What follows belongs to an exercise in optimizing a design on an open flow for small area, a short achievable clock period and few clock cycles; a production flow would make more cautious choices.
Where RTL was checked, it was by simulation tests only, not by an equivalence proof against the original.

## v6
## k_nearest_point_select
module k_nearest_point_select (
  input  logic        clk,
  input  logic        rst_n,
  input  logic        cfg_wr_en,
  input  logic [1:0]  cfg_index,
  input  logic [23:0] cfg_data,
  input  logic        in_valid,
  output logic        in_ready,
  input  logic [23:0] in_point_x,
  input  logic [23:0] in_point_y,
  input  logic [23:0] in_point_z,
  input  logic        in_set_end,
  output logic        out_valid,
  input  logic        out_ready,
  output logic [4:0]  out_target_index,
  output logic        out_list_end,
  output logic        out_dropped
);
  logic [MT_W-1:0]    maxt_r;
  logic [COORD_W-1:0] ox_r, oy_r, oz_r;
  always_ff @(posedge clk) begin
    if (!rst_n) begin
      maxt_r <= MT_W'(1);
      ox_r   <= '0;
      oy_r   <= '0;
      oz_r   <= '0;
    end else if (cfg_wr_en) begin
      case (cfg_index)
        2'd0:    maxt_r <= cfg_data[MT_W-1:0];
        2'd1:    ox_r   <= cfg_data;
        2'd2:    oy_r   <= cfg_data;
        default: oz_r   <= cfg_data;
      endcase
    end
  end
  logic           in_ready_r;
  logic [J_W-1:0] jcnt_r;       
  logic [4:0]     ph_r;         
  logic           acc;
  assign acc      = in_valid && in_ready_r;
  assign in_ready = in_ready_r;
  logic [J_W-1:0] lim;
  logic [J_W-1:0] m_in;
  logic           ovf_in, fits_in, none_in, lsel_in;
  assign lim     = maxt_r[5] ? J_W'(NPTS) : maxt_r;
  assign ovf_in  = (jcnt_r == J_W'(NPTS));
  assign m_in    = ovf_in ? J_W'(NPTS) : jcnt_r + J_W'(1);
  assign fits_in = (m_in <= lim);
  assign none_in = !fits_in && (lim == '0);
  assign lsel_in = in_set_end && !fits_in && !none_in;
  logic [1:0]     qv_r;
  logic [1:0]     qsel_r;
  logic [J_W-1:0] qcnt_r [2];   
  logic [1:0]     qovf_r;
  logic           push, pop;
  logic [1:0]     qv_n, qsel_n;
  logic           busy_r, busy_n;
  assign push = acc && in_set_end && !none_in;
  always_comb begin
    qv_n   = qv_r;
    qsel_n = qsel_r;
    if (pop) begin
      qv_n   = {1'b0, qv_r[1]};
      qsel_n = {1'b0, qsel_r[1]};
    end
    if (push) begin
      if (qv_n[0]) begin
        qv_n[1]   = 1'b1;
        qsel_n[1] = !fits_in;
      end else begin
        qv_n[0]   = 1'b1;
  ...
==> flow/config.mk <==
export PLATFORM = sky130hd
export DESIGN_NAME = k_nearest_point_select
export DESIGN_NICKNAME = k_nearest_point_select
export VERILOG_FILES = /design/flow/design.v
export SDC_FILE = /design/flow/constraint.sdc
export NUM_CORES = 4
export LEC_CHECK = 0
export ABC_CLOCK_PERIOD_IN_PS = 4000
export CAP_MARGIN = 20
export CORE_MARGIN = 2
export CORE_UTILIZATION = 50
export SETUP_SLACK_MARGIN = 5.0
export SLEW_MARGIN = 20
==> flow/constraint.sdc <==
create_clock -name core_clock -period 9.0 [get_ports {clk}]
set_input_delay 1.8000 -clock core_clock [delete_from_list [all_inputs] [get_ports {clk}]]
set_output_delay 1.8000 -clock core_clock [all_outputs]
set_load 0.01 [all_outputs]
run.sh (not shown) runs the stock make flow with config.mk's settings and CLKGATE_MAP_FILE= SYNTH_SCRIPT=/design/flow/synth_recipe.tcl, a recipe that flattens the netlist after the stock synthesis.
--- input diff v6..v7 ---
Settings: ABC_CLOCK_PERIOD_IN_PS: 4000 -> unset; SETUP_SLACK_MARGIN: 5.0 -> 4.0.
==> notes.md <==
v7 ran to completion and came out clean on the timing, DRC and antenna checks. Final standard cell area without fillers for v7: about 2.3% down relative to v6. On v7: footprint of the multi-input gates is about 3% lower than what v6 gave. On total wire length, v6 loses to v7. Measured against each other, v6 and v7 differ in endpoint arrival time on the critical path, the lower figure coming from v6. Looking at cell at the slowest stage of the critical path, the sky130_fd_sc_hd__fa_1 result is from v6; the sky130_fd_sc_hd__o31ai_1 one comes from v7.
Function was not checked in any run of this note: the RTL went through the layout flow alone.

---

k_nearest_point_select, a different RTL version from the one above (not shown whole).
For scale: roughly 13000 cells after synthesis, roughly 2600 flip-flops, about 110 I/O pins, about 130000 µm² of cells after synthesis.
clock: 9.0 ns
lec_check: 0
cap_margin: 20
core_margin: 2
core_utilization: 56
cts_cluster_diameter: 85
cts_cluster_size: 24
setup_slack_margin: 5.0
slew_margin: 20
The starting point passed the timing, DRC and antenna checks.
Testbench counts at the start, summed over its fixed seeds: cycles 10,101.
Edit:
- CORE_UTILIZATION: 56 -> 62
Sequential share of layout area came out higher by 0.15 points.
Worst hold slack is better by 0.016 ns.

==> re-timing with driven ports <==
In the flow no input, the clock included, has a driving cell. The finished layouts below were timed again as built, in two steps.
Step 1, drivers: a clkbuf_16 drives clk and a buf_2 each remaining input, both assumed.
Step 2 moves the port delays by t, midway between the first and last clock arrival at a register: inputs arrive t later, outputs are due t later. That takes back most of the time a late clock gives input paths.
Three values: ideal ports, drivers, drivers and shift; two values: the first two.
run | t, ns | slack for setup (ns) | cell pins on the clock port's net
v6 | 1.006 | 4.384 / 4.384 / 4.151 | 1
v7 | 1.009 | 4.112 / 4.112 / 3.266 | 1
the first run of note 2 | 0.897 | 5.011 / 5.011 / 4.212 | 1
the second run of note 2 | 0.917 | 4.974 / 4.974 / 4.253 | 1
After both steps setup and hold are still met in every run listed. The setup slack of v7, which loses most, moves by 0.000 ns with the drivers and by -0.846 ns with both steps.
